Source: an optimization exercise on an open RTL-to-GDS flow (aim: small area and a short achievable clock period). Production flows keep margins and buffers that such runs may drop.
At most, simulation tests tie the RTL to the original design; equivalence was not proved.
The RTL of runs 3 to 6 was laid out without a check of its function.
No activity file was given, so power comes from the tool's default toggle rates.

`flow/config.mk`:
```
export PLATFORM = sky130hd
export DESIGN_NAME = accum_bank
export DESIGN_NICKNAME = accum_bank
export VERILOG_FILES = /design/flow/design.v
export SDC_FILE = /design/flow/constraint.sdc
export NUM_CORES = 4
export LEC_CHECK = 0
export CAP_MARGIN = 20
export CORE_MARGIN = 2
export CORE_UTILIZATION = 55
export CTS_CLUSTER_DIAMETER = 150
export CTS_CLUSTER_SIZE = 25
export SETUP_SLACK_MARGIN = 4.5
export SLEW_MARGIN = 20
```
`flow/design.v`:
```
package accum_bank_pkg;
  localparam int sys_cols   = 4;
  localparam int P_BITWIDTH = 16;
endpackage
module accum_column
#(
  parameter int IN_W  = accum_bank_pkg::P_BITWIDTH,
  parameter int ACC_W = 32,
  parameter int DEPTH = 16
) (
  input  logic             clk,
  input  logic             valid_i,
  input  logic             first_i,
  input  logic [IN_W-1:0]  data_i,
  output logic [ACC_W-1:0] data_o,
  output logic             ovf_o
);
  localparam int HI_W = ACC_W - IN_W;
  localparam int LV   = $clog2(IN_W);
  logic [ACC_W:0] body_q [DEPTH-1];
  logic [ACC_W:0] tail_q;
  logic [ACC_W:0] head_s;
  logic [IN_W-1:0] a_lo_s, s_lo_s, res_lo_s;
  logic            c_lo_s, sx_s;
  logic [HI_W-1:0] a_hi_s, inc_s, dec_s, up_s, dn_s, res_hi_s;
  logic [HI_W-1:0] all1_s, all0_s;
  logic            is_max_s, is_min_s, ovf_s, flag_s;
  assign head_s = body_q[0];
  assign a_hi_s = head_s[ACC_W-1:IN_W];
  assign a_lo_s = head_s[IN_W-1:0];
  assign sx_s   = data_i[IN_W-1];
  assign {c_lo_s, s_lo_s} = {1'b0, a_lo_s} + {1'b0, data_i};
  for (genvar i = 0; i < HI_W; i++) begin : g_hi
    assign all1_s[i] = &a_hi_s[i:0];
    assign all0_s[i] = ~|a_hi_s[i:0];
  end
  assign inc_s    = a_hi_s ^ {all1_s[HI_W-2:0], 1'b1};
  assign dec_s    = a_hi_s ^ {all0_s[HI_W-2:0], 1'b1};
  assign is_max_s = ~a_hi_s[HI_W-1] & all1_s[HI_W-2];
  assign is_min_s =  a_hi_s[HI_W-1] & all0_s[HI_W-2];
  assign up_s     = is_max_s ? a_hi_s : inc_s;
  assign dn_s     = is_min_s ? a_hi_s : dec_s;
  always_comb begin
    ovf_s = sx_s ? (~c_lo_s & is_min_s) : (c_lo_s & is_max_s);
    if (first_i) begin
      res_hi_s = {HI_W{sx_s}};
      res_lo_s = data_i;
    end else begin
      if (c_lo_s) res_hi_s = sx_s ? a_hi_s : up_s;
      else        res_hi_s = sx_s ? dn_s : a_hi_s;
      res_lo_s = ovf_s ? {IN_W{~sx_s}} : s_lo_s;
    end
    flag_s = ~first_i & (head_s[ACC_W] | ovf_s);
  end
  always_ff @(posedge clk) begin
    if (valid_i) begin
      tail_q <= {flag_s, res_hi_s, res_lo_s};
      body_q[DEPTH-2] <= tail_q;
      for (int i = 0; i < DEPTH-2; i++) body_q[i] <= body_q[i+1];
    end
  end
  assign data_o = tail_q[ACC_W-1:0];
  assign ovf_o  = tail_q[ACC_W];
endmodule
module accum_bank
#(
  parameter int COLS     = accum_bank_pkg::sys_cols,
  parameter int IN_W     = accum_bank_pkg::P_BITWIDTH,
  parameter int ACC_W    = 32,
  parameter int DEPTH    = 16,
  parameter bit SATURATE = 1'b1,
  localparam int ROW_W   = $clog2(DEPTH)
) (
  input  logic                  clk,
  input  logic                  rst,
  input  logic                  i_valid,
  input  logic                  i_first,
  input  logic                  i_last,
  input  logic [COLS*IN_W-1:0]  i_data,
  output logic [COLS-1:0]       o_valid,
  output logic [COLS*ROW_W-1:0] o_row,
  output logic [COLS*ACC_W-1:0] o_data,
  output logic [COLS-1:0]       o_ovf,
  output logic                  o_tile_done
);
  logic [COLS:0]  v_s, e_s, f_s;
  logic [ROW_W-1:0] r_s [COLS+1];
  logic [ROW_W-1:0] row_q;
  logic             done_q;
  always_ff @(posedge clk or posedge rst) begin
    if (rst) row_q <= '0;
    else if (i_valid) row_q <= row_q + 1'b1;
  end
  assign v_s[0] = i_valid;
  assign e_s[0] = i_valid & i_last;
  assign f_s[0] = i_first;
  assign r_s[0] = row_q;
  for (genvar s = 1; s <= COLS; s++) begin : g_stage
    always_ff @(posedge clk or posedge rst) begin
      if (rst) begin
        v_s[s] <= 1'b0;
        e_s[s] <= 1'b0;
      end else begin
        v_s[s] <= v_s[s-1];
        e_s[s] <= e_s[s-1];
      end
    end
    always_ff @(posedge clk) begin
      f_s[s] <= f_s[s-1];
      r_s[s] <= r_s[s-1];
    end
  end
  always_ff @(posedge clk or posedge rst) begin
    if (rst) done_q <= 1'b0;
    else     done_q <= e_s[COLS-1] & (r_s[COLS-1] == ROW_W'(DEPTH-1));
  end
  assign o_tile_done = done_q;
  for (genvar c = 0; c < COLS; c++) begin : g_lane
    accum_column #(
      .IN_W (IN_W),
      .ACC_W(ACC_W),
      .DEPTH(DEPTH)
    ) u_col (
      .clk    (clk),
      .valid_i(v_s[c]),
      .first_i(f_s[c]),
      .data_i (i_data[c*IN_W +: IN_W]),
      .data_o (o_data[c*ACC_W +: ACC_W]),
      .ovf_o  (o_ovf[c])
    );
    assign o_valid[c]             = e_s[c+1];
    assign o_row[c*ROW_W +: ROW_W] = r_s[c+1];
  end
endmodule
```
`flow/constraint.sdc`:
```
create_clock -name core_clock -period 7.5 [get_ports {clk}]
set_input_delay 1.5000 -clock core_clock [delete_from_list [all_inputs] [get_ports {clk}]]
set_output_delay 1.5000 -clock core_clock [all_outputs]
set_load 0.01 [all_outputs]
```
`flow/run.sh`:
```
#!/bin/bash
# synth_recipe.tcl (not shown) runs the flow's synth.tcl, then flattens the netlist and writes it again
# the make line also repeats each setting of config.mk as NAME=value (left out here)
make -C /OpenROAD-flow-scripts/flow DESIGN_CONFIG=/design/flow/config.mk WORK_HOME=/design/flow/orfs CLKGATE_MAP_FILE= SYNTH_SCRIPT=/design/flow/synth_recipe.tcl finish
```
==> results.cfg, run 1 <==
[logic_synthesis]
ys_seq_area_frac = 0.893
synth_area_sq_mm = 0.0717
ys_ff_latch = 2143
netlist-cell-type-count = 83
synth-edff-count = 2112
syn-num-nets = 3478
ys_warn_count = 4
syn_inst = 3308
synth-main-ff-cell = edfxtp_1
synthArstFlopShare = 0.00560
syn_area_per_cell_sq_um = 21.7

[worst_setup_path]
critical_path.startpoint_type = input port
worstSetupPathType = input port to register
crit_required_ns = 7.98
path_max_fanout = 3
cp-end-kind = register
crit_arrival_ns = 3.92

[hold_path]
hold_class = register to register

[detailed_routing]
via_count = 30516
drt_wl_total_um = 117000
wl_per_cell_um = 21.0
drt_iter0_markers = 2980
antenna_left = 0
viasPerCell = 5.46
drt_pass1_iterations = 6
route.detailed.drc = 0

[die]
ios = 222
die_area_sq_mm = 0.133
core_area_sq_mm = 0.129
num_rows = 132
start_util = 0.554
die_h_um = 365
die_w_um = 365

[pwr]
power_leakage_nw = 28.2
peakVddDrop_uv = 185
sequentialPowerShare = 0.666
p_comb_frac = 0.065
power_switching_share = 0.208
power.density_mw_per_mm2 = 260
p_int_w = 0.0171
clkPwrFrac = 0.269
p_sw_w = 0.00449

[global_route]
antenna_found_initial = 10
grt_first_pass_wirelength_um = 176000
grt_use_total = 0.173
grt_pass1_vias = 29836
grt_max_degree = 211
overflow = 0

[sta]
setup_viol = 0
period_needed_ns = 3.44
slew_headroom = 0.229
hold_viol = 0
min_period_over_period = 0.459
maxSlewViolCount = 0
rsz0062_at_grt = true
skew_ns = 0.0287
tns_ns = 0
tightest_slew_ns = 1.16
max_freq_mhz = 291

[clocking]
hold_buffers = 0
cts.sinks = 2143
clockRootBuffer = clkbuf_16
numCtsBuffers = 95
cts_tree = built
clk_pin_slew_ns = 0.10
clk_latency_ns = 0.73
cts_max_level = 3
cts_buffer_depth = 3

[layout]
drive_gt1_frac = 0.217
final_area_sq_mm = 0.0830
nNetsFinal = 3964
area_growth_pct = 15.7

[place]
port_buffers = 221
gp_congestion = 0.829
dp_hpwl_um = 66200
dpl_cell_area_sq_mm = 0.0762

[flow_run]
cap_violations = 0

[outcome]
status = finished clean
## path summary, 6_finish.rpt
kind / from / endpoint / cells past startpoint / slack [ns]
worst max-delay path: i_data[16] / g_lane[1].u_col.tail_q[23] / 14 / 4.06
worst min-delay path: r_s[2][3] / r_s[3][3] / 0 / 0.36
worst max register to register: g_lane[1].u_col.body_q[0][17] / g_lane[1].u_col.tail_q[2] / 10 / 4.21
worst min register to register: r_s[2][3] / r_s[3][3] / 0 / 0.36
max in group asynchronous: rst / g_lane[2].u_col.valid_i / 2 / 5.87
min in group asynchronous: rst / e_s[2] / 2 / 1.14
## layout by cell type, fill, tap and decap left out, types with 22 or more instances in the layout
master / netlist / final
a21o_1: 28 / 26
a21oi_1: 97 / 55
a21oi_2: 1 / 29
a31oi_1: 27 / 22
buf_2: 7 / 73
buf_4: 8 / 134
buf_6: 1 / 61
clkbuf_1: 35 / 47
clkbuf_16: 0 / 98
clkdlybuf4s15_1: 0 / 36
clkdlybuf4s15_2: 0 / 30
dlygate4sd2_1: 0 / 47
edfxtp_1: 2112 / 2112
ha_1: 97 / 39
ha_4: 0 / 53
inv_1: 84 / 74
nand2_1: 137 / 100
nand3_1: 34 / 25
nand4_1: 22 / 22
nor2_1: 80 / 69
nor3_1: 41 / 28
o21ai_0: 65 / 25
o21ai_1: 1 / 24
xnor2_1: 55 / 48
## routing by layer
metal / track usage / up-vias / routed length (um) / share of wire
li1: - / 13965 / - / -
met1: 0.273 / 15640 / 56100 / 0.48
met2: 0.250 / 673 / 52500 / 0.45
met3: 0.0277 / 234 / 4920 / 0.042
met4: 0.0562 / 4 / 3640 / 0.031
met5: 0 / - / 17 / 0.00015
## flip-flops by register name (all words and copies together), names as in the netlist
signal / count
g_lane.u_col.body_q: 1980
r_s: 16
done_q: 1
g_lane.u_col.valid_i: 3
row_q: 4
g_lane.u_col.tail_q: 132
g_lane.u_col.first_i: 3
e_s: 4
## repair_timing
item,CTS,global route
pin swaps,160,130
cloned,9,0
setup endpoints to repair,285,157
buffers inserted,151,35
gates resized for setup,1043,182
## metrics by stage
stage	utilization	hold WS [ns]	worst slack, ns	total power (W)	instances
2_1_floorplan	-	0.329	0.637	0.0151	3308
5_1_grt	0.641	0.378	4.04	0.0224	5589
6_report	0.641	0.364	4.06	0.0216	5591
3_3_place_gp	0.588	0.338	2.14	0.0157	5242
4_1_cts	0.634	0.369	4.16	0.0218	5552
3_5_place_dp	0.588	0.359	2.08	0.0157	5242
## area by class of cell
cell class	instances	area (sq um)
Antenna cell	2	5.00
Tap cell	1742	2180
Fill cell	8724	46500
Inverter	84	319
Clock inverter	5	91.3
Timing Repair Buffer	436	3930
Multi-Input combinational cell	1034	9720
Sequential cell	2143	64100
Clock buffer	145	2630
## cells by family after synthesis
family                   Yosys count  share of synthesized area
multiplexers                      30                    0.00424
buffers and inverters            136                    0.00776
AND/OR/NAND/NOR                  448                     0.0316
AO/OA/AOI/OAI                    376                     0.0359
XOR/XNOR                          74                    0.00903
adder cells (fa/ha/maj)          101                     0.0180
flip-flops                      2143                      0.893
## critical path: stages
cell,delay [ns]
buf_8,0.10
ha_4,0.15
inv_2,0.05
fa_2,0.21
nor2b_2,0.05
o2111a_2,0.27
o311ai_4,0.38
a21oi_4,0.13
a211oi_4,0.29
buf_6,0.17
buf_6,0.11
nor3b_2,0.04
a211o_1,0.22
a31o_2,0.24
## Yosys cell counts, drive strengths merged, types with 5 or more instances
| cell | instances | share of area |
|---|---|---|
| and2 | 13 | 0.0012 |
| ha | 97 | 0.017 |
| a211oi | 25 | 0.0031 |
| a2bb2oi | 19 | 0.0023 |
| o21bai | 7 | 0.00073 |
| a211o | 9 | 0.0011 |
| a21boi | 6 | 0.00063 |
| nand2b | 11 | 0.00096 |
| a311oi | 5 | 0.00061 |
| dfxtp | 19 | 0.0053 |
| xnor2 | 55 | 0.0067 |
| buf | 17 | 0.0015 |
| a221oi | 9 | 0.0011 |
| a21o | 28 | 0.0029 |
| nand3 | 35 | 0.0026 |
| nand4 | 22 | 0.0019 |
| or2 | 5 | 0.00044 |
| a31oi | 27 | 0.0024 |
| edfxtp | 2112 | 0.88 |
| o31ai | 7 | 0.00073 |
| nor2 | 80 | 0.0042 |
| and4 | 6 | 0.00073 |
| clkbuf | 35 | 0.0018 |
| nor3b | 9 | 0.00094 |
| o21ai | 66 | 0.0046 |
| dfrtp | 12 | 0.0042 |
| or3 | 12 | 0.0010 |
| a41oi | 5 | 0.00061 |
| nand2 | 137 | 0.0072 |
| o31a | 6 | 0.00073 |
| xor2 | 19 | 0.0023 |
| mux2i | 27 | 0.0038 |
| or4 | 9 | 0.0010 |
| o21a | 14 | 0.0015 |
| nor4 | 13 | 0.0014 |
| and3 | 20 | 0.0017 |
| a21oi | 98 | 0.0069 |
| nor2b | 26 | 0.0023 |
| o211ai | 5 | 0.00052 |
| nor3 | 41 | 0.0029 |
| inv | 84 | 0.0044 |
## power by group through the flow
stage | clock, W | combinational, W | sequential [W]
detailed placement | 0 | 0.00107 | 0.0147
CTS | 0.00608 | 0.00131 | 0.0144
global route | 0.00645 | 0.00151 | 0.0145
finish | 0.00580 | 0.00140 | 0.0144
floorplan | 0 | 0.000421 | 0.0147
global placement | 0 | 0.00105 | 0.0146
==> run 2: changes to the inputs <==
==> flow/flow/run.sh (new file) <==
#!/bin/bash
# Standard ORFS layout, with plain buf_2 port buffers and clock-tree sink
# clustering of up to 25 sinks without dummy loads.
set -euo pipefail
export BUFFER_PORTS_ARGS="-buffer_cell sky130_fd_sc_hd__buf_2"
export CTS_ARGS="-sink_clustering_enable -repair_clock_nets -sink_clustering_size 25 -sink_clustering_max_diameter 150 -dont_use_dummy_load"
bash standard.sh > standard.log 2>&1
==> flow/standard.sh (new file) <==
#!/bin/bash
# synth_recipe.tcl (not shown) runs the flow's synth.tcl, then flattens the netlist and writes it again
# the make line also repeats each setting of config.mk as NAME=value (left out here)
make -C /OpenROAD-flow-scripts/flow DESIGN_CONFIG=/design/flow/config.mk WORK_HOME=/design/flow/orfs CLKGATE_MAP_FILE= SYNTH_SCRIPT=/design/flow/synth_recipe.tcl "${@:-finish}"
--- a/flow/config.mk
+++ b/flow/config.mk
@@ -11,4 +11,4 @@
 export CTS_CLUSTER_DIAMETER = 150
 export CTS_CLUSTER_SIZE = 25
-export SETUP_SLACK_MARGIN = 4.5
+export SETUP_SLACK_MARGIN = 4.2
 export SLEW_MARGIN = 20
removed: flow/run.sh
==> run 2 against run 1 <==
Compared with the run above:
- total power decreased by 2.7%
- maximum frequency decreased by 0.98%
- non-clock buffer count decreased by 106
- critical path depth unchanged
- area after synthesis unchanged
- global-route usage decreased by 0.70 points
- clock skew increased by 0.032 ns
- die area unchanged
- critical path type unchanged
==> results.cfg, run 2 <==
[global_route]
overflow = 0
antenna_found_initial = 15
grt_max_degree = 215
grt_pass1_vias = 28537
grt_use_total = 0.166
grt_first_pass_wirelength_um = 169000

[layout]
final_common_cell = edfxtp_1
stdcell_count = 5432
drive_gt1_frac = 0.179
fill_cells = 9148
area_growth_pct = 11.2
nNetsFinal = 3858
reg_top3 = g_lane.u_col.body_q: 1980 flops, g_lane.u_col.tail_q: 132 flops, r_s: 16 flops
regMostFlops = g_lane.u_col.body_q
mostFrequentLayoutCells = edfxtp_1 (2112), buf_2 (217), nand2_1 (126)
final_area_sq_mm = 0.0798
largest_register_ffs = 1980
utilization = 0.616

[sta]
slew_headroom = 0.293
tns_ns = 0
max_freq_mhz = 288
min_period_over_period = 0.463
skew_ns = 0.0605
maxSlewViolCount = 0
tightest_slew_ns = 1.06
rsz0062_at_grt = true
hold_viol = 0
period_needed_ns = 3.47
setup_viol = 0

[pwr]
power_leakage_nw = 27.2
peakVddDrop_uv = 188
power.density_mw_per_mm2 = 263

[worst_setup_path]
worstSetupPathType = input port to register
crit_arrival_ns = 3.93
path_delay_family = compound AO/OA/AOI/OAI gates
cp_num_cells = 14
crit_buf_inv = 4
slowest_stage = o311ai_4
slowest_delay_ns = 0.32
critical_path.startpoint_type = input port
rr_worst_depth = 10
path_max_fanout = 3
path_cells = buf_8 -> ha_4 -> inv_2 -> fa_2 -> nor2b_2 -> o2111a_2 -> o311ai_4 -> a21oi_4 -> a211oi_4 -> buf_4 -> buf_6 -> nor3b_2 -> a211o_1 -> a31o_4
regToRegSetupSlack_ns = 4.17
cp-end-kind = register
crit_required_ns = 7.95

[logic_synthesis]
ys_ff_latch = 2143
synth_area_sq_mm = 0.0717
synth_fa_ha_area_frac = 0.0180
syn_area_per_cell_sq_um = 21.7
synthTopCellsByCount = edfxtp_1 (2112), nand2_1 (137), a21oi_1 (97), ha_1 (97), inv_1 (84)
synth_xor_area_frac = 0.00903
synth_compound_area_frac = 0.0359
synth-edff-count = 2112
synth-main-ff-cell = edfxtp_1
synth.area.top_cells = edfxtp_1 (88%), ha_1 (1.7%), nand2_1 (0.72%)
synthArstFlopShare = 0.00560
syn-num-nets = 3478
synth_top_area_share = 0.884
ys_seq_area_frac = 0.893
netlist-cell-type-count = 83
yosys.area_share.simple = 0.0316
yosysMostFrequentCell = edfxtp_1
syn_inst = 3308
synth_top_family_by_area = compound AO/OA/AOI/OAI gates
synth_area_leader_cell = edfxtp_1
ys_warn_count = 4
synthMuxAreaShare = 0.00424

[place]
placed_cells = 5243
dpl_cell_area_sq_mm = 0.0751
dp_hpwl_um = 65000
gp_congestion = 0.834
port_buffers = 221

[die]
die_area_sq_mm = 0.133
die_h_um = 365
die_w_um = 365
num_rows = 132
core_area_sq_mm = 0.129
start_util = 0.554
ios = 222

[detailed_routing]
wl_per_cell_um = 20.8
antenna_left = 0
via_count = 29660
drt_wl_total_um = 113000
route.detailed.drc = 0
drt_iter0_markers = 2860
viasPerCell = 5.46
drt_pass1_iterations = 5

[clocking]
clk_latency_ns = 0.72
cts_tree = built
cts.sinks = 2143
cts_buffer_depth = 3
hold_buffers = 0
clk_pin_slew_ns = 0.09
numCtsBuffers = 95
clockRootBuffer = clkbuf_16
cts_max_level = 3

[hold_path]
hold_depth = 0
hold_class = register to register

[outcome]
status = finished clean

[flow_run]
cap_violations = 0
[run 2: worst paths after layout]
path / endpoint / startpoint
max: g_lane[1].u_col.tail_q[23] / i_data[16]
min: r_s[3][1] / r_s[2][1]
max reg2reg: g_lane[1].u_col.tail_q[4] / g_lane[1].u_col.body_q[0][16]
min reg2reg: r_s[3][1] / r_s[2][1]
max in group asynchronous: g_lane[2].u_col.valid_i / rst
min in group asynchronous: e_s[2] / rst
[run 2: cell type report]
cell class / count / area (sq um) / area share
sequential: 2143 / 64100 / 0.803
antenna: 4 / 10.0 / 0.000125
inverter: 84 / 315 / 0.00395
multi-input combinational: 1034 / 8490 / 0.106
tap: 1742 / 2180 / 0.0273
timing repair buffer: 330 / 2320 / 0.0291
clock buffer: 95 / 2380 / 0.0298
[run 2: repair_timing]
item,4_1_cts,5_1_grt
pin swaps,54,80
endpoints found under the setup margin,132,124
gates resized for setup,150,184
setup buffers,55,22
gates cloned,10,2
[run 2: logic make-up after synthesis]
| logic type | Yosys count |
|---|---|
| xor gates and xnor gates | 74 |
| adders and majority gates | 101 |
| buffers and inverters | 136 |
| DFF | 2143 |
| AOI/OAI and AO/OA | 376 |
| muxes | 30 |
| and+or+nand+nor | 448 |
[run 2: stage by stage]
step	total power, W	hold slack [ns]	setup WS [ns]
2_1_floorplan	0.0151	0.329	0.637
3_3_place_gp	0.0156	0.332	2.46
6_report	0.0210	0.351	4.03
4_1_cts	0.0212	0.351	4.12
5_1_grt	0.0218	0.356	4.02
3_5_place_dp	0.0156	0.332	2.37
[run 2: power breakdown]
| group | leakage [nW] | total (W) | internal (W) | switching [W] |
|---|---|---|---|---|
| Combinational | 5.05 | 0.00113 | 0.000429 | 0.000702 |
| Sequential | 21.0 | 0.0144 | 0.0140 | 0.000356 |
| Clock | 1.17 | 0.00548 | 0.00227 | 0.00322 |
[run 2: worst register-to-register path: cells and delay by family (launching register included)]
kind	cells	cell delay, ns
simple gates	5	1.83
compound gates	2	0.26
fa+ha+maj	1	0.17
buf+inv	2	0.29
flops	1	0.50
[run 2: per-layer routing]
metal / up-vias / wire length [um] / track usage
met2: 569 / 50400 / 0.243
met1: 15191 / 54600 / 0.262
li1: 13725 / - / -
met3: 169 / 4910 / 0.0260
met5: - / 41 / 0
met4: 6 / 2970 / 0.0474
==> run 3: changes to the inputs <==
--- a/flow/design.v
+++ b/flow/design.v
@@ -17,12 +17,11 @@
 );
   localparam int HI_W = ACC_W - IN_W;
-  localparam int LV   = $clog2(IN_W);
   logic [ACC_W:0] body_q [DEPTH-1];
   logic [ACC_W:0] tail_q;
-  logic [ACC_W:0] head_s;
+  logic           sat_q;
+  logic [ACC_W:0] head_s, tail_s;
   logic [IN_W-1:0] a_lo_s, s_lo_s, res_lo_s;
   logic            c_lo_s, sx_s;
   logic [HI_W-1:0] a_hi_s, inc_s, dec_s, up_s, dn_s, res_hi_s;
-  logic [HI_W-1:0] all1_s, all0_s;
   logic            is_max_s, is_min_s, ovf_s, flag_s;
   assign head_s = body_q[0];
@@ -31,16 +30,12 @@
   assign sx_s   = data_i[IN_W-1];
   assign {c_lo_s, s_lo_s} = {1'b0, a_lo_s} + {1'b0, data_i};
-  for (genvar i = 0; i < HI_W; i++) begin : g_hi
-    assign all1_s[i] = &a_hi_s[i:0];
-    assign all0_s[i] = ~|a_hi_s[i:0];
-  end
-  assign inc_s    = a_hi_s ^ {all1_s[HI_W-2:0], 1'b1};
-  assign dec_s    = a_hi_s ^ {all0_s[HI_W-2:0], 1'b1};
-  assign is_max_s = ~a_hi_s[HI_W-1] & all1_s[HI_W-2];
-  assign is_min_s =  a_hi_s[HI_W-1] & all0_s[HI_W-2];
+  assign inc_s    = a_hi_s + 1'b1;
+  assign dec_s    = a_hi_s - 1'b1;
+  assign is_max_s = (a_hi_s == {1'b0, {(HI_W-1){1'b1}}});
+  assign is_min_s = (a_hi_s == {1'b1, {(HI_W-1){1'b0}}});
   assign up_s     = is_max_s ? a_hi_s : inc_s;
   assign dn_s     = is_min_s ? a_hi_s : dec_s;
   always_comb begin
-    ovf_s = sx_s ? (~c_lo_s & is_min_s) : (c_lo_s & is_max_s);
+    ovf_s = ~first_i & (sx_s ? (~c_lo_s & is_min_s) : (c_lo_s & is_max_s));
     if (first_i) begin
       res_hi_s = {HI_W{sx_s}};
@@ -49,17 +44,19 @@
       if (c_lo_s) res_hi_s = sx_s ? a_hi_s : up_s;
       else        res_hi_s = sx_s ? dn_s : a_hi_s;
-      res_lo_s = ovf_s ? {IN_W{~sx_s}} : s_lo_s;
+      res_lo_s = s_lo_s;
     end
     flag_s = ~first_i & (head_s[ACC_W] | ovf_s);
   end
+  assign tail_s = {tail_q[ACC_W:IN_W], sat_q ? {IN_W{~tail_q[ACC_W-1]}} : tail_q[IN_W-1:0]};
   always_ff @(posedge clk) begin
     if (valid_i) begin
       tail_q <= {flag_s, res_hi_s, res_lo_s};
-      body_q[DEPTH-2] <= tail_q;
+      sat_q  <= ovf_s;
+      body_q[DEPTH-2] <= tail_s;
       for (int i = 0; i < DEPTH-2; i++) body_q[i] <= body_q[i+1];
     end
   end
-  assign data_o = tail_q[ACC_W-1:0];
-  assign ovf_o  = tail_q[ACC_W];
+  assign data_o = tail_s[ACC_W-1:0];
+  assign ovf_o  = tail_s[ACC_W];
 endmodule
 module accum_bank
==> flow/run.sh (new file) <==
#!/bin/bash
# synth_recipe.tcl (not shown) runs the flow's synth.tcl, then flattens the netlist and writes it again
# the make line also repeats each setting of config.mk as NAME=value (left out here)
make -C /OpenROAD-flow-scripts/flow DESIGN_CONFIG=/design/flow/config.mk WORK_HOME=/design/flow/orfs CLKGATE_MAP_FILE= SYNTH_SCRIPT=/design/flow/synth_recipe.tcl finish
removed: flow/flow/run.sh
removed: flow/standard.sh
==> run 3 against run 2 <==
Compared with the run above:
- combinational power grew 26%
- core utilization grew 1.8 points
- global-route usage grew 0.21 points
- sequential cell count grew 4
- sequential share of layout area shrank 3.1 points
- area after synthesis grew 0.88%
- count of clock-buffer cells in the layout grew 39
- cell area grew 4.2%
- hold slack gained 0.010 ns
- still clean on timing, DRC and antenna
==> results.cfg, run 3 <==
[logic_synthesis]
synthArstFlopShare = 0.00559
synth_fa_ha_area_frac = 0.0144
syn_area_per_cell_sq_um = 21.2
ys_ff_latch = 2147
ys_warn_count = 4
yosysMostFrequentCell = edfxtp_1
syn-num-nets = 3568
synthMuxAreaShare = 0.00529
ys_seq_area_frac = 0.887
synthTopCellsByCount = edfxtp_1 (2116), o21ai_0 (182), nand2_1 (106), inv_1 (101), ha_1 (77)
synth-main-ff-cell = edfxtp_1
synth-edff-count = 2116
synth_top_area_share = 0.878
synth_xor_area_frac = 0.0108
syn_inst = 3418
synth_area_sq_mm = 0.0724
yosys.area_share.simple = 0.0342
netlist-cell-type-count = 81
synth_top_family_by_area = simple AND/OR/NAND/NOR gates
synth.area.top_cells = edfxtp_1 (88%), ha_1 (1.3%), o21ai_0 (1.3%)
synth_area_leader_cell = edfxtp_1
synth_compound_area_frac = 0.0323

[sta]
rsz0062_at_grt = true
tightest_slew_ns = 1.18
skew_ns = 0.0380
slew_headroom = 0.216
min_period_over_period = 0.467
setup_viol = 0
period_needed_ns = 3.50
hold_viol = 0
tns_ns = 0
max_freq_mhz = 285
maxSlewViolCount = 0

[worst_setup_path]
crit_required_ns = 7.94
critical_path.startpoint_type = input port
rr_worst_depth = 7
worstSetupPathType = input port to register
r2r_end = g_lane[0].u_col.tail_q[27]
crit_arrival_ns = 3.95
path_max_fanout = 7
crit_path_end = g_lane[0].u_col.tail_q[21]
regToRegSetupSlack_ns = 4.20
cp-end-kind = register
crit_start = i_data[0]
timing.rr.start = g_lane[0].u_col.body_q[0][23]

[layout]
final_common_cell = edfxtp_1
final_area_sq_mm = 0.0831
mostFrequentLayoutCells = edfxtp_1 (2116), buf_4 (137), buf_6 (135)
nNetsFinal = 3998
diodes = 0
area_growth_pct = 14.9
reg_top3 = g_lane.u_col.body_q: 1980 flops, g_lane.u_col.tail_q: 132 flops, r_s: 16 flops
multi_input_area_sq_mm = 0.00927
fill_cells = 8914
drive_gt1_frac = 0.181
regArea_sq_mm = 0.0642
regMostFlops = g_lane.u_col.body_q
largest_register_ffs = 1980

[global_route]
antenna_found_initial = 7
overflow = 0
grt_use_total = 0.168
grt_first_pass_wirelength_um = 175000
grt_max_degree = 203
grt_pass1_vias = 29937

[detailed_routing]
via_count = 30755
wl_per_cell_um = 20.4
antenna_left = 0
drt_wl_total_um = 115000
viasPerCell = 5.45
drt_pass1_iterations = 5
route.detailed.drc = 0
drt_iter0_markers = 3179

[clocking]
clk_latency_ns = 0.73
cts_tree = built
numCtsBuffers = 95
cts_buffer_depth = 3
clk_pin_slew_ns = 0.09
clockRootBuffer = clkbuf_16
hold_buffers = 0
cts.sinks = 2147
cts_max_level = 3

[die]
die_h_um = 367
num_rows = 133
die_w_um = 367
ios = 222
start_util = 0.553
die_area_sq_mm = 0.135
core_area_sq_mm = 0.131

[pwr]
p_sw_w = 0.00443
sequentialPowerShare = 0.669
power.density_mw_per_mm2 = 258
p_comb_frac = 0.066
power_switching_share = 0.206
peakVddDrop_uv = 329
p_int_w = 0.0171
clkPwrFrac = 0.265
power_leakage_nw = 28.4

[place]
dpl_cell_area_sq_mm = 0.0763
port_buffers = 221
gp_congestion = 0.855
dp_hpwl_um = 63300

[outcome]
status = finished clean

[flow_run]
cap_violations = 0

[hold_path]
hold_class = register to register
-- run 3: stage by stage --
step | worst slack [ns] | instances | hold WS (ns) | power, W | util
after floorplan | 0.625 | 3418 | 0.355 | 0.0151 | -
after global placement | 2.38 | 5285 | 0.341 | 0.0157 | 0.583
after detailed placement | 2.30 | 5285 | 0.342 | 0.0157 | 0.583
after CTS | 3.95 | 5594 | 0.362 | 0.0217 | 0.626
after global routing | 3.86 | 5645 | 0.367 | 0.0224 | 0.635
final | 4.00 | 5645 | 0.361 | 0.0215 | 0.635
-- run 3: worst max-delay path, stage by stage --
cell and delay [ns]:
buf_6 0.10, ha_4 0.15, fa_2 0.36, a21oi_2 0.14, o211ai_1 0.15, o41ai_2 0.42, a21oi_2 0.13, buf_4 0.17
o21a_4 0.26, buf_4 0.16, o31ai_4 0.17, xnor2_1 0.14, o21ai_1 0.08
-- run 3: routing by layer --
metal	vias to the layer above	GRT usage	part of all wire
met3	183	0.0268	0.044
met2	653	0.249	0.46
met5	-	0	0
li1	14112	-	-
met1	15807	0.260	0.47
met4	0	0.0528	0.025
-- run 3: power by group through the flow --
stage	logic, W	clock network [W]	registers (W)
final	0.00142	0.00569	0.0144
after global routing	0.00154	0.00637	0.0145
after CTS	0.00132	0.00599	0.0144
after detailed placement	0.00106	0	0.0146
after global placement	0.00104	0	0.0146
after floorplan	0.000464	0	0.0147
-- run 3: worst min path at each step --
stage              start   endpoint  cells past startpoint
2_1_floorplan     e_s[1]     e_s[2]                      0
4_1_cts        r_s[2][2]  r_s[3][2]                      0
6_report       r_s[2][2]  r_s[3][2]                      0
3_3_place_gp   r_s[2][1]  r_s[3][1]                      0
3_5_place_dp   r_s[2][2]  r_s[3][2]                      0
5_1_grt        r_s[2][2]  r_s[3][2]                      0
-- run 3: logic make-up (layout without fill, tap and decap cells) --
group | after synthesis | after routing
flip-flops | 2147 | 2147
AND/OR/NAND/NOR | 452 | 457
AO/OA/AOI/OAI | 384 | 385
buffers and inverters | 229 | 695
XOR/XNOR | 89 | 89
adder cells (fa/ha/maj) | 81 | 81
multiplexers | 36 | 36
-- run 3: timing repair --
action / in CTS / in global routing
buffers inserted: 162 / 51
pin swaps: 106 / 87
gates cloned: 8 / 0
endpoints found under the setup margin: 203 / 141
resized for setup: 829 / 192
-- run 3: area by class of cell --
type | instances | area share
Clock buffer | 134 | 0.0306
Clock inverter | 5 | 0.000572
Inverter | 101 | 0.00456
Multi-Input combinational cell | 1048 | 0.112
Sequential cell | 2147 | 0.773
Tap cell | 1755 | 0.0264
Timing Repair Buffer | 455 | 0.0536
==> run 4: changes to the inputs <==
--- a/flow/design.v
+++ b/flow/design.v
@@ -3,4 +3,30 @@
   localparam int P_BITWIDTH = 16;
 endpackage
+module accum_lo_add
+#(
+  parameter int W = 16
+) (
+  input  logic [W-1:0] a_i,
+  input  logic [W-1:0] b_i,
+  output logic [W-1:0] s_o,
+  output logic         c_o
+);
+  assign {c_o, s_o} = {1'b0, a_i} + {1'b0, b_i};
+endmodule
+module accum_hi_pre
+#(
+  parameter int W = 16
+) (
+  input  logic [W-1:0] a_i,
+  output logic [W-1:0] up_o,
+  output logic [W-1:0] dn_o,
+  output logic         is_max_o,
+  output logic         is_min_o
+);
+  assign is_max_o = (a_i == {1'b0, {(W-1){1'b1}}});
+  assign is_min_o = (a_i == {1'b1, {(W-1){1'b0}}});
+  assign up_o     = is_max_o ? a_i : a_i + 1'b1;
+  assign dn_o     = is_min_o ? a_i : a_i - 1'b1;
+endmodule
 module accum_column
 #(
@@ -19,23 +45,20 @@
   logic [ACC_W:0] body_q [DEPTH-1];
   logic [ACC_W:0] tail_q;
-  logic           sat_q;
-  logic [ACC_W:0] head_s, tail_s;
-  logic [IN_W-1:0] a_lo_s, s_lo_s, res_lo_s;
+  logic [ACC_W:0] head_s;
+  logic [IN_W-1:0] s_lo_s, res_lo_s;
   logic            c_lo_s, sx_s;
-  logic [HI_W-1:0] a_hi_s, inc_s, dec_s, up_s, dn_s, res_hi_s;
+  logic [HI_W-1:0] a_hi_s, up_s, dn_s, res_hi_s;
   logic            is_max_s, is_min_s, ovf_s, flag_s;
   assign head_s = body_q[0];
   assign a_hi_s = head_s[ACC_W-1:IN_W];
-  assign a_lo_s = head_s[IN_W-1:0];
   assign sx_s   = data_i[IN_W-1];
-  assign {c_lo_s, s_lo_s} = {1'b0, a_lo_s} + {1'b0, data_i};
-  assign inc_s    = a_hi_s + 1'b1;
-  assign dec_s    = a_hi_s - 1'b1;
-  assign is_max_s = (a_hi_s == {1'b0, {(HI_W-1){1'b1}}});
-  assign is_min_s = (a_hi_s == {1'b1, {(HI_W-1){1'b0}}});
-  assign up_s     = is_max_s ? a_hi_s : inc_s;
-  assign dn_s     = is_min_s ? a_hi_s : dec_s;
+  accum_lo_add #(.W(IN_W)) u_lo (
+    .a_i(head_s[IN_W-1:0]), .b_i(data_i), .s_o(s_lo_s), .c_o(c_lo_s)
+  );
+  accum_hi_pre #(.W(HI_W)) u_hi (
+    .a_i(a_hi_s), .up_o(up_s), .dn_o(dn_s), .is_max_o(is_max_s), .is_min_o(is_min_s)
+  );
   always_comb begin
-    ovf_s = ~first_i & (sx_s ? (~c_lo_s & is_min_s) : (c_lo_s & is_max_s));
+    ovf_s = sx_s ? (~c_lo_s & is_min_s) : (c_lo_s & is_max_s);
     if (first_i) begin
       res_hi_s = {HI_W{sx_s}};
@@ -44,19 +67,17 @@
       if (c_lo_s) res_hi_s = sx_s ? a_hi_s : up_s;
       else        res_hi_s = sx_s ? dn_s : a_hi_s;
-      res_lo_s = s_lo_s;
+      res_lo_s = ovf_s ? {IN_W{~sx_s}} : s_lo_s;
     end
     flag_s = ~first_i & (head_s[ACC_W] | ovf_s);
   end
-  assign tail_s = {tail_q[ACC_W:IN_W], sat_q ? {IN_W{~tail_q[ACC_W-1]}} : tail_q[IN_W-1:0]};
   always_ff @(posedge clk) begin
     if (valid_i) begin
       tail_q <= {flag_s, res_hi_s, res_lo_s};
-      sat_q  <= ovf_s;
-      body_q[DEPTH-2] <= tail_s;
+      body_q[DEPTH-2] <= tail_q;
       for (int i = 0; i < DEPTH-2; i++) body_q[i] <= body_q[i+1];
     end
   end
-  assign data_o = tail_s[ACC_W-1:0];
-  assign ovf_o  = tail_s[ACC_W];
+  assign data_o = tail_q[ACC_W-1:0];
+  assign ovf_o  = tail_q[ACC_W];
 endmodule
 module accum_bank
--- a/flow/config.mk
+++ b/flow/config.mk
@@ -8,7 +8,6 @@
 export CAP_MARGIN = 20
 export CORE_MARGIN = 2
-export CORE_UTILIZATION = 55
-export CTS_CLUSTER_DIAMETER = 150
-export CTS_CLUSTER_SIZE = 25
-export SETUP_SLACK_MARGIN = 4.2
+export CORE_UTILIZATION = 40
+export SETUP_SLACK_MARGIN = 4.5
 export SLEW_MARGIN = 20
+export SYNTH_HIERARCHICAL = 1
==> run 4 against run 3 <==
Compared with the run above:
- sequential cell count down 4
- critical path depth rose by 1
- register-to-register slack better by 0.17 ns
- count of clock-buffer cells in the layout up 122
- clock power up 81%
- sequential power is essentially flat
- setup slack better by 0.19 ns
- largest power group unchanged
- die area rose by 40%
- critical endpoint is now g_lane[2].u_col.tail_q[6]
- maximum frequency rose by 5.7%
- clock skew is 0.017 ns higher
==> results.cfg, run 4 <==
[clocking]
clockRootBuffer = clkbuf_16
numCtsBuffers = 207
cts.sinks = 2143
hold_buffers = 0
cts_tree = built
clk_pin_slew_ns = 0.06
clk_latency_ns = 0.84
cts_max_level = 4
cts_buffer_depth = 3

[logic_synthesis]
synth_area_leader_cell = edfxtp_1
ys_ff_latch = 2143
synth.area.top_cells = edfxtp_1 (85%), ha_1 (1.3%), o211ai_1 (0.85%)
ys_seq_area_frac = 0.864
syn-num-nets = 3677
synthArstFlopShare = 0.00560
synthTopCellsByCount = edfxtp_1 (2112), nand2_1 (134), o211ai_1 (84), ha_1 (77), a22oi_1 (68)
syn_inst = 3527
syn_area_per_cell_sq_um = 21.0
synth-main-ff-cell = edfxtp_1
synth_top_area_share = 0.855
netlist-cell-type-count = 68
ys_warn_count = 10
yosysMostFrequentCell = edfxtp_1
synth-edff-count = 2112
synth_area_sq_mm = 0.0742

[die]
start_util = 0.401
die_w_um = 435
die_h_um = 435
ios = 222
num_rows = 158
die_area_sq_mm = 0.189
core_area_sq_mm = 0.185

[worst_setup_path]
path_delay_family = compound AO/OA/AOI/OAI gates
rr_worst_depth = 13
crit_buf_inv = 4
path_common_cell = buf_6
cp-end-kind = register
slowest_stage = fa_2
worstSetupPathType = input port to register
crit_required_ns = 8.08
slowest_delay_ns = 0.35
crit_start = i_data[32]
path_max_fanout = 8
cp_num_cells = 14
r2r_end = g_lane[2].u_col.tail_q[6]
path_cells = buf_8 -> ha_4 -> fa_2 -> a21o_1 -> a221oi_4 -> o21ai_4 -> a21oi_2 -> o21ai_2 -> buf_6 -> and3b_2 -> nor2_4 -> buf_6 -> buf_12 -> a2bb2oi_2
crit_arrival_ns = 3.89
regToRegSetupSlack_ns = 4.37
timing.rr.start = g_lane[2].u_col.body_q[0][0]
critical_path.startpoint_type = input port

[pwr]
sequentialPowerShare = 0.549
p_comb_frac = 0.057
power.total_w = 0.0263
p_int_w = 0.0207
power_switching_share = 0.213
peakVddDrop_uv = 219
clkPwrFrac = 0.394
p_sw_w = 0.00561
power.density_mw_per_mm2 = 296
power_leakage_nw = 30.6

[layout]
final_area_sq_mm = 0.0888
nNetsFinal = 4204
multi_input_area_sq_mm = 0.0103
reg_top3 = g_lane.u_col.body_q: 1980 flops, g_lane.u_col.tail_q: 132 flops, r_s: 16 flops
drive_gt1_frac = 0.226
area_growth_pct = 19.6
final_common_cell = edfxtp_1
largest_register_ffs = 1980
regArea_sq_mm = 0.0641
mostFrequentLayoutCells = edfxtp_1 (2112), clkbuf_16 (211), buf_4 (162)
fill_cells = 15070
regMostFlops = g_lane.u_col.body_q

[global_route]
grt_use_total = 0.133
antenna_found_initial = 12
grt_max_degree = 198
overflow = 0
grt_pass1_vias = 31893
grt_first_pass_wirelength_um = 192000

[detailed_routing]
viasPerCell = 4.95
drt_wl_total_um = 129000
antenna_left = 0
drt_pass1_iterations = 6
route.detailed.drc = 0
wl_per_cell_um = 19.2
via_count = 33253
drt_iter0_markers = 2902

[sta]
min_period_over_period = 0.442
rsz0062_at_grt = true
maxSlewViolCount = 0
max_freq_mhz = 302
skew_ns = 0.0554
setup_slack_ns = 4.19
setup_viol = 0
tns_ns = 0
tightest_slew_ns = 1.25
hold_viol = 0
period_needed_ns = 3.31
slew_headroom = 0.170

[place]
dpl_cell_area_sq_mm = 0.0789
port_buffers = 221
dp_hpwl_um = 71400
dp_slack_ns = 2.08
gp_congestion = 0.829

[hold_path]
hold_class = register to register
min_from = r_s[2][1]
hold_depth = 0
min_to = r_s[3][1]

[flow_run]
cap_violations = 0

[outcome]
status = finished clean
run 4: cell count changes after synthesis, moves of 32 or more:
| cell | previous run | this run |
|---|---|---|
| a32oi_1 | 3 | 64 |
| a2bb2oi_1 | 0 | 56 |
| buf_6 | 0 | 32 |
| o211ai_1 | 6 | 84 |
| a22oi_1 | 1 | 68 |
| inv_1 | 101 | 37 |
| buf_4 | 72 | 8 |
| o21ai_0 | 182 | 28 |
| buf_2 | 4 | 64 |
run 4: layer usage:
metal,global-route usage,routed length (um),vias to the layer above
met3,0.0303,6170,249
met5,0,0,-
met2,0.195,58800,698
met4,0.0512,3670,0
li1,-,-,15323
met1,0.192,60200,16983
run 4: area by class of cell:
| class | count | share of cell area |
|---|---|---|
| flip-flops and latches | 2143 | 0.722 |
| well taps | 2480 | 0.0350 |
| diodes | 9 | 0.000254 |
| repair buffers | 452 | 0.0466 |
| multi-input cells | 1209 | 0.116 |
| inverters | 41 | 0.00193 |
| clock inverters | 128 | 0.0162 |
| clock buffers | 256 | 0.0613 |
run 4: power groups by stage:
stage / logic (W) / clock network [W] / registers (W)
6_report: 0.00150 / 0.0103 / 0.0144
5_1_grt: 0.00163 / 0.0112 / 0.0145
4_1_cts: 0.00143 / 0.0107 / 0.0145
3_5_place_dp: 0.00121 / 0 / 0.0147
3_3_place_gp: 0.00118 / 0 / 0.0147
2_1_floorplan: 0.000572 / 0 / 0.0147
run 4: worst max-delay path by stage:
stage	end	slack, ns
after global routing	g_lane[2].u_col.tail_q[17]	4.15
after global placement	g_lane[1].u_col.tail_q[17]	1.88
after floorplan	v_s[3]	0.64
final	g_lane[2].u_col.tail_q[6]	4.19
after detailed placement	g_lane[0].u_col.tail_q[29]	2.08
after CTS	g_lane[2].u_col.tail_q[15]	4.25
run 4: stage by stage:
stage	utilization	instances	hold WS (ns)
finish	0.480	6718	0.343
global route	0.480	6714	0.353
CTS	0.476	6662	0.344
detailed placement	0.427	6116	0.338
global placement	0.427	6116	0.337
floorplan	-	3527	0.355
run 4: repair_timing:
action	CTS	global route
setup endpoints to repair	285	382
buffers inserted	152	43
gates resized for setup	947	69
pin swaps	120	43
gates cloned	10	2
run 4: cell families after synthesis:
logic type      share of synthesized area
compound gates                     0.0544
xor+xnor                           0.0117
fa+ha+maj                          0.0141
buf+inv                            0.0144
flops                               0.864
mux                               0.00359
simple gates                       0.0377
run 4: worst reg2reg max path, stage by stage, from the launching register on:
cell and delay (ns):
edfxtp_1 0.50, ha_4 0.22, fa_2 0.35, a21o_1 0.23, a221oi_4 0.34, o21ai_4 0.12, a21oi_2 0.19, o21ai_2 0.07
buf_6 0.14, and3b_2 0.25, nor2_4 0.12, buf_6 0.12, buf_12 0.13, a2bb2oi_2 0.07
==> run 5: changes to the inputs <==
--- a/flow/design.v
+++ b/flow/design.v
@@ -3,30 +3,4 @@
   localparam int P_BITWIDTH = 16;
 endpackage
-module accum_lo_add
-#(
-  parameter int W = 16
-) (
-  input  logic [W-1:0] a_i,
-  input  logic [W-1:0] b_i,
-  output logic [W-1:0] s_o,
-  output logic         c_o
-);
-  assign {c_o, s_o} = {1'b0, a_i} + {1'b0, b_i};
-endmodule
-module accum_hi_pre
-#(
-  parameter int W = 16
-) (
-  input  logic [W-1:0] a_i,
-  output logic [W-1:0] up_o,
-  output logic [W-1:0] dn_o,
-  output logic         is_max_o,
-  output logic         is_min_o
-);
-  assign is_max_o = (a_i == {1'b0, {(W-1){1'b1}}});
-  assign is_min_o = (a_i == {1'b1, {(W-1){1'b0}}});
-  assign up_o     = is_max_o ? a_i : a_i + 1'b1;
-  assign dn_o     = is_min_o ? a_i : a_i - 1'b1;
-endmodule
 module accum_column
 #(
@@ -42,36 +16,25 @@
   output logic             ovf_o
 );
-  localparam int HI_W = ACC_W - IN_W;
+  localparam logic [ACC_W-1:0] ACC_MAX = {1'b0, {(ACC_W-1){1'b1}}};
+  localparam logic [ACC_W-1:0] ACC_MIN = {1'b1, {(ACC_W-1){1'b0}}};
   logic [ACC_W:0] body_q [DEPTH-1];
   logic [ACC_W:0] tail_q;
   logic [ACC_W:0] head_s;
-  logic [IN_W-1:0] s_lo_s, res_lo_s;
-  logic            c_lo_s, sx_s;
-  logic [HI_W-1:0] a_hi_s, up_s, dn_s, res_hi_s;
-  logic            is_max_s, is_min_s, ovf_s, flag_s;
-  assign head_s = body_q[0];
-  assign a_hi_s = head_s[ACC_W-1:IN_W];
-  assign sx_s   = data_i[IN_W-1];
-  accum_lo_add #(.W(IN_W)) u_lo (
-    .a_i(head_s[IN_W-1:0]), .b_i(data_i), .s_o(s_lo_s), .c_o(c_lo_s)
-  );
-  accum_hi_pre #(.W(HI_W)) u_hi (
-    .a_i(a_hi_s), .up_o(up_s), .dn_o(dn_s), .is_max_o(is_max_s), .is_min_o(is_min_s)
-  );
+  logic [ACC_W-1:0] acc_s, x_ext_s, res_s;
+  logic [ACC_W:0]   sum_s;
+  logic             ovf_s, flag_s;
+  assign head_s  = body_q[0];
+  assign x_ext_s = ACC_W'($signed(data_i));
+  assign acc_s   = first_i ? '0 : head_s[ACC_W-1:0];
   always_comb begin
-    ovf_s = sx_s ? (~c_lo_s & is_min_s) : (c_lo_s & is_max_s);
-    if (first_i) begin
-      res_hi_s = {HI_W{sx_s}};
-      res_lo_s = data_i;
-    end else begin
-      if (c_lo_s) res_hi_s = sx_s ? a_hi_s : up_s;
-      else        res_hi_s = sx_s ? dn_s : a_hi_s;
-      res_lo_s = ovf_s ? {IN_W{~sx_s}} : s_lo_s;
-    end
-    flag_s = ~first_i & (head_s[ACC_W] | ovf_s);
+    sum_s  = {acc_s[ACC_W-1], acc_s} + {x_ext_s[ACC_W-1], x_ext_s};
+    ovf_s  = sum_s[ACC_W] ^ sum_s[ACC_W-1];
+    flag_s = (~first_i & head_s[ACC_W]) | ovf_s;
+    if (ovf_s) res_s = sum_s[ACC_W] ? ACC_MIN : ACC_MAX;
+    else       res_s = sum_s[ACC_W-1:0];
   end
   always_ff @(posedge clk) begin
     if (valid_i) begin
-      tail_q <= {flag_s, res_hi_s, res_lo_s};
+      tail_q <= {flag_s, res_s};
       body_q[DEPTH-2] <= tail_q;
       for (int i = 0; i < DEPTH-2; i++) body_q[i] <= body_q[i+1];
--- a/flow/config.mk
+++ b/flow/config.mk
@@ -9,5 +9,3 @@
 export CORE_MARGIN = 2
 export CORE_UTILIZATION = 40
-export SETUP_SLACK_MARGIN = 4.5
 export SLEW_MARGIN = 20
-export SYNTH_HIERARCHICAL = 1
==> run 5 against run 4 <==
Compared with the run above:
- sequential share of layout area is 3.0 points higher
- wire length decreased by 11%
- non-clock buffer count shrank 207
- via count down 8.3%
- first-iteration DRC count down 2.0%
- cell area down 4.0%
- total power increased by 1.8%
- clock power is essentially flat
- highest routed layer unchanged
==> results.cfg, run 5 <==
[worst_setup_path]
path_max_fanout = 26
path_delay_family = simple AND/OR/NAND/NOR gates
cp-end-kind = register
path_common_cell = nand2_1
crit_arrival_ns = 6.08
crit_buf_inv = 1
slowest_stage = clkdlybuf4s50_1
critical_path.startpoint_type = input port
crit_required_ns = 8.12
slowest_delay_ns = 0.88
path_cells = clkdlybuf4s50_1 -> ha_1 -> and4_1 -> and3_1 -> nand2_1 -> o21ai_0 -> a41oi_2 -> xnor2_1 -> and2_1 -> nand2_1 -> a21oi_1
worstSetupPathType = input port to register

[pwr]
power_switching_share = 0.213
p_int_w = 0.0211
clkPwrFrac = 0.396
p_comb_frac = 0.058
sequentialPowerShare = 0.546
power.total_w = 0.0268
power.density_mw_per_mm2 = 314
power_leakage_nw = 29.2
p_sw_w = 0.00569
peakVddDrop_uv = 243

[place]
port_buffers = 221
dp_hpwl_um = 68200
gp_congestion = 0.815

[die]
die_h_um = 431
die_w_um = 431
core_area_sq_mm = 0.181
ios = 222
start_util = 0.403
num_rows = 156
die_area_sq_mm = 0.185

[detailed_routing]
drt_wl_total_um = 115000
wl_per_cell_um = 18.1
drt_iter0_markers = 2844
route.detailed.drc = 0
via_count = 30482
drt_pass1_iterations = 7
antenna_left = 0
viasPerCell = 4.78

[logic_synthesis]
netlist-cell-type-count = 86
synthArstFlopShare = 0.00560
synth_area_leader_cell = edfxtp_1
yosysMostFrequentCell = edfxtp_1
synth-edff-count = 2112
syn_inst = 3427
synth_area_sq_mm = 0.0728
ys_warn_count = 4
synth_top_area_share = 0.872
syn_area_per_cell_sq_um = 21.2
syn-num-nets = 3629
synth.area.top_cells = edfxtp_1 (87%), ha_1 (2.2%), a21oi_1 (1.2%)
synthTopCellsByCount = edfxtp_1 (2112), a21oi_1 (180), nor2b_1 (137), ha_1 (129), o21ai_0 (100)
synth-main-ff-cell = edfxtp_1
ys_ff_latch = 2143
ys_seq_area_frac = 0.881

[sta]
maxSlewViolCount = 0
period_needed_ns = 5.46
min_period_over_period = 0.728
setup_viol = 0
tns_ns = 0
holdWs_ns = 0.351
hold_viol = 0
max_freq_mhz = 183
tightest_slew_ns = 1.10
rsz0062_at_grt = false
slew_headroom = 0.268
skew_ns = 0.0427

[outcome]
status = finished clean

[layout]
drive_gt1_frac = 0.0924
mostFrequentLayoutCells = edfxtp_1 (2112), clkdlybuf4s50_1 (220), clkbuf_16 (208)
area_growth_pct = 17.0
regMostFlops = g_lane.u_col.body_q
reg_top3 = g_lane.u_col.body_q: 1980 flops, g_lane.u_col.tail_q: 132 flops, r_s: 16 flops
nNetsFinal = 4026
final_common_cell = edfxtp_1
utilization = 0.471
fill_cells = 14903
largest_register_ffs = 1980

[clocking]
cts.sinks = 2143
ctsResizeCount = 0
cts_buffer_depth = 3
hold_buffers = 0
clk_pin_slew_ns = 0.06
numCtsBuffers = 207
clockRootBuffer = clkbuf_16
cts_max_level = 4
cts_tree = built
cts_setup_buffers = 0
clk_latency_ns = 0.82

[global_route]
grt_first_pass_wirelength_um = 174000
grt_pass1_vias = 29587
antenna_found_initial = 5
overflow = 0
grt_use_total = 0.122
grt_max_degree = 201

[hold_path]
hold_class = register to register

[flow_run]
cap_violations = 0
run 5: changes by cell type in the layout (fill, tap and decap cells not counted), sizes merged, moves of 52 or more:
cell and change:
ha +52, a21oi +113, buf -352, a32oi -62, o211ai -68, nand2 -53, nor2b +121, a2bb2oi -60
a22oi -67, o21ai +72, clkdlybuf4s50 +197
run 5: cells by family after synthesis:
kind of cell	count (synthesis)	synth area share
compound gates	500	0.0441
xor+xnor	112	0.0135
buf+inv	111	0.00643
simple gates	415	0.0299
flops	2143	0.881
mux	5	0.000911
fa+ha+maj	141	0.0244
run 5: cell type report:
| class | instances | area (sq um) | area share |
|---|---|---|---|
| multi-input combinational | 1173 | 8220 | 0.0965 |
| antenna | 1 | 2.50 | 0.0000294 |
| tap | 2370 | 2970 | 0.0348 |
| clock buffer | 248 | 5370 | 0.0630 |
| clock inverter | 142 | 1740 | 0.0205 |
| timing repair buffer | 245 | 2550 | 0.0299 |
| inverter | 54 | 203 | 0.00238 |
| sequential | 2143 | 64100 | 0.753 |
run 5: routing by layer:
| layer | global-route usage | part of all wire | wire [um] | vias up |
|---|---|---|---|---|
| met4 | 0.0419 | 0.026 | 2990 | 0 |
| met1 | 0.179 | 0.48 | 55700 | 15433 |
| li1 | - | - | - | 14336 |
| met5 | 0 | 0 | 0 | - |
| met2 | 0.179 | 0.45 | 51900 | 532 |
| met3 | 0.0272 | 0.039 | 4550 | 181 |
run 5: worst paths after layout:
| path | startpoint | endpoint | slack, ns | cells past startpoint |
|---|---|---|---|---|
| setup / recovery | i_data[31] | g_lane[1].u_col.tail_q[9] | 2.04 | 11 |
| hold / removal | r_s[2][3] | r_s[3][3] | 0.35 | 0 |
| setup reg to reg | g_lane[3].u_col.first_i | g_lane[3].u_col.tail_q[28] | 2.66 | 12 |
| hold reg to reg | r_s[2][3] | r_s[3][3] | 0.35 | 0 |
| max in group asynchronous | rst | g_lane[3].u_col.valid_i | 5.69 | 2 |
| min in group asynchronous | rst | row_q[2] | 1.15 | 2 |
run 5: power by group through the flow:
stage	Combinational [W]	Clock, W	Sequential (W)
global route	0.00169	0.0114	0.0147
CTS	0.00156	0.0110	0.0147
finish	0.00154	0.0106	0.0146
floorplan	0.000652	0	0.0149
global placement	0.00153	0	0.0149
detailed placement	0.00154	0	0.0149
run 5: worst reg2reg max path, cell delays in order, from the launching register on:
cell and delay, ns:
dfxtp_1 0.88, buf_4 0.35, nor2b_1 0.10, ha_1 0.35
inv_1 0.07, or3_1 0.38, a2111oi_2 0.56, nor2_1 0.13
o21ai_0 0.21, or3_1 0.22, xnor2_1 0.28, nand3_2 0.63
o21ai_0 0.44
run 5: metrics by stage:
| stage | instance area, sq um | worst slack (ns) | instances |
|---|---|---|---|
| after floorplan | 72800 | 0.637 | 3427 |
| after global placement | 78000 | 1.40 | 5984 |
| after detailed placement | 78000 | 1.34 | 5984 |
| after CTS | 85100 | 2.17 | 6374 |
| after global routing | 85200 | 1.73 | 6376 |
| final | 85200 | 2.04 | 6376 |
==> run 6: changes to the inputs <==
--- a/flow/config.mk
+++ b/flow/config.mk
@@ -6,6 +6,8 @@
 export NUM_CORES = 4
 export LEC_CHECK = 0
+export ABC_CLOCK_PERIOD_IN_PS = 3000
 export CAP_MARGIN = 20
 export CORE_MARGIN = 2
 export CORE_UTILIZATION = 40
+export SETUP_SLACK_MARGIN = 4.5
 export SLEW_MARGIN = 20
==> run 6 against run 5 <==
Compared with the run above:
- count of clock-buffer cells in the layout grew 10
- hold slack lost 0.013 ns
- critical path depth grew 5
- final cell count grew 3.7%
- clock power shrank 4%
- core utilization grew 2.3 points
- still clean on timing, DRC and antenna
- non-clock buffer count grew 235
- highest routed layer is now met5
- largest cell class unchanged
- combinational power grew about 40%
- setup slack gained 1.7 ns
==> results.cfg, run 6 <==
[outcome]
status = finished clean

[layout]
area_growth_pct = 22.8
utilization = 0.494
drive_gt1_frac = 0.271
regMostFlops = g_lane.u_col.body_q
final_area_sq_mm = 0.0894
largest_register_ffs = 1980
mostFrequentLayoutCells = edfxtp_1 (2112), clkbuf_16 (210), buf_4 (182)
nNetsFinal = 4269
reg_top3 = g_lane.u_col.body_q: 1980 flops, g_lane.u_col.tail_q: 132 flops, r_s: 16 flops
final_common_cell = edfxtp_1

[global_route]
grt_use_total = 0.129
overflow = 0
antenna_found_initial = 5
grt_pass1_vias = 31164
grt_first_pass_wirelength_um = 185000
grt_max_degree = 207

[sta]
max_freq_mhz = 266
min_period_over_period = 0.501
maxSlewViolCount = 0
setup_slack_ns = 3.75
slew_headroom = 0.192
setup_viol = 0
tightest_slew_ns = 1.21
hold_viol = 0
tns_ns = 0
period_needed_ns = 3.75
rsz0062_at_grt = true
skew_ns = 0.0474

[detailed_routing]
wl_per_cell_um = 18.6
drt_wl_total_um = 123000
drt_pass1_iterations = 5
via_count = 31783
route.detailed.drc = 0
drt_iter0_markers = 2777
viasPerCell = 4.81
antenna_left = 0

[logic_synthesis]
ys_warn_count = 4
syn_inst = 3427
synth-main-ff-cell = edfxtp_1
synth_area_sq_mm = 0.0728
ys_seq_area_frac = 0.881
synthTopCellsByCount = edfxtp_1 (2112), a21oi_1 (180), nor2b_1 (137), ha_1 (129), o21ai_0 (100)
synth.area.top_cells = edfxtp_1 (87%), ha_1 (2.2%), a21oi_1 (1.2%)
ys_ff_latch = 2143
synthArstFlopShare = 0.00560
synth_area_leader_cell = edfxtp_1
netlist-cell-type-count = 86
syn-num-nets = 3629
yosysMostFrequentCell = edfxtp_1
syn_area_per_cell_sq_um = 21.2
synth_top_area_share = 0.872
synth-edff-count = 2112

[worst_setup_path]
worstSetupPathType = input port to register
cp-end-kind = register
regToRegSetupSlack_ns = 3.88
path_max_fanout = 6
crit_required_ns = 8.06
crit_arrival_ns = 4.31
critical_path.startpoint_type = input port

[pwr]
power_switching_share = 0.221
p_sw_w = 0.00596
power.density_mw_per_mm2 = 302
p_comb_frac = 0.080
power_leakage_nw = 31.0
clkPwrFrac = 0.378
sequentialPowerShare = 0.542
p_int_w = 0.0210
peakVddDrop_uv = 206

[place]
dp_hpwl_um = 68000
port_buffers = 221
dpl_cell_area_sq_mm = 0.0780
gp_congestion = 0.840
dp_slack_ns = 1.08

[die]
die_w_um = 431
die_area_sq_mm = 0.185
die_h_um = 431
ios = 222
num_rows = 156
core_area_sq_mm = 0.181
start_util = 0.403

[clocking]
numCtsBuffers = 206
cts_buffer_depth = 3
clk_latency_ns = 0.82
clk_pin_slew_ns = 0.06
clockRootBuffer = clkbuf_16
cts_tree = built
cts_max_level = 4
cts.sinks = 2143

[flow_run]
cap_violations = 0

[hold_path]
hold_class = register to register
-- run 6: logic make-up after synthesis --
family / count (synthesis) / share of synthesized area
xor gates and xnor gates: 112 / 0.0135
adders and majority gates: 141 / 0.0244
muxes: 5 / 0.000911
DFF: 2143 / 0.881
AOI/OAI and AO/OA: 500 / 0.0441
and+or+nand+nor: 415 / 0.0299
buffers and inverters: 111 / 0.00643
-- run 6: area by class of cell --
class	count	area [sq um]
clock buffer	258	5480
timing repair buffer	480	4190
multi-input combinational	1182	11000
antenna	2	5.00
sequential	2143	64100
fill	14547	91400
inverter	54	210
tap	2370	2970
clock inverter	123	1350
-- run 6: per-layer routing --
layer | track usage | vias to the layer above | part of all wire | wire length [um]
met5 | 0 | - | 0.000065 | 8
met3 | 0.0273 | 238 | 0.040 | 4880
li1 | - | 14799 | - | -
met2 | 0.197 | 615 | 0.46 | 56900
met4 | 0.0472 | 2 | 0.030 | 3670
met1 | 0.184 | 16129 | 0.47 | 57400
-- run 6: timing repair --
item / 4_1_cts / 5_1_grt
buffers inserted: 190 / 41
gates resized for setup: 1264 / 166
endpoints found under the setup margin: 285 / 218
hold buffers: 0 / 0
pin swaps: 158 / 80
cloned: 16 / 1
-- run 6: final timing paths --
kind                       depth (start not counted)                     from                         end
max                                               16               i_data[32]  g_lane[2].u_col.tail_q[15]
min                                                0                r_s[2][2]                   r_s[3][2]
max reg2reg                                       17  g_lane[2].u_col.first_i  g_lane[2].u_col.tail_q[15]
min reg2reg                                        0                r_s[2][2]                   r_s[3][2]
max in group asynchronous                          2                      rst     g_lane[1].u_col.valid_i
min in group asynchronous                          2                      rst                    row_q[3]
-- run 6: per-stage QoR --
stage	total power, W	instances	hold WS, ns
finish	0.0270	6612	0.338
global route	0.0280	6610	0.351
CTS	0.0272	6568	0.338
detailed placement	0.0164	5981	0.335
global placement	0.0164	5981	0.334
floorplan	0.0156	3427	0.355
-- run 6: critical path: stages --
cell and delay (ns):
buf_6 0.10, ha_4 0.15, inv_2 0.05, fa_2 0.21, nor2b_2 0.05, o31a_2 0.30, o22a_4 0.21, a211o_4 0.35
a211oi_4 0.28, nor3_4 0.08, a221oi_4 0.36, a2bb2oi_4 0.26, buf_12 0.14, buf_12 0.10, buf_16 0.13, a21oi_4 0.06
-- run 6: power groups by stage --
stage	clock network, W	registers [W]	logic, W
global placement	0	0.0149	0.00153
global route	0.0110	0.0147	0.00231
floorplan	0	0.0149	0.000652
detailed placement	0	0.0149	0.00154
finish	0.0102	0.0146	0.00215
CTS	0.0105	0.0146	0.00200

## afterwards: timing with drivers on the ports
The flow's constraints put no driver on any port. The routed layouts listed below were extracted and timed again, unchanged, in two steps.
Step 1, drivers: a clkbuf_16 drives clk and a buf_2 each remaining input, both assumed.
Step 2 also shifts input and output timing later by t, the mid clock arrival at the registers, as if the neighbouring blocks saw the same clock.
Slacks: no drivers / after step 1 / after step 2; pairs: no drivers / after step 1.
run | shift t [ns] | slack for setup (ns) | hold slack, ns
run 1 | 0.788 | 4.061 / 4.078 / 3.291 | 0.364 / 0.364 / 0.364
run 2 | 0.764 | 4.027 / 4.045 / 3.281 | 0.351 / 0.351 / 0.351
run 3 | 0.784 | 3.996 / 3.951 / 3.254 | 0.361 / 0.361 / 0.361
run 4 | 0.891 | 4.185 / 4.214 / 3.322 | 0.343 / 0.343 / 0.343
run 5 | 0.875 | 2.039 / 2.081 / 1.205 | 0.351 / 0.351 / 0.351
run 6 | 0.871 | 3.746 / 3.765 / 2.894 | 0.338 / 0.338 / 0.338
After both steps every run listed still meets setup and hold. For run 4, which loses most, drivers alone change the setup slack by +0.029 ns; drivers and shift together by -0.863 ns.
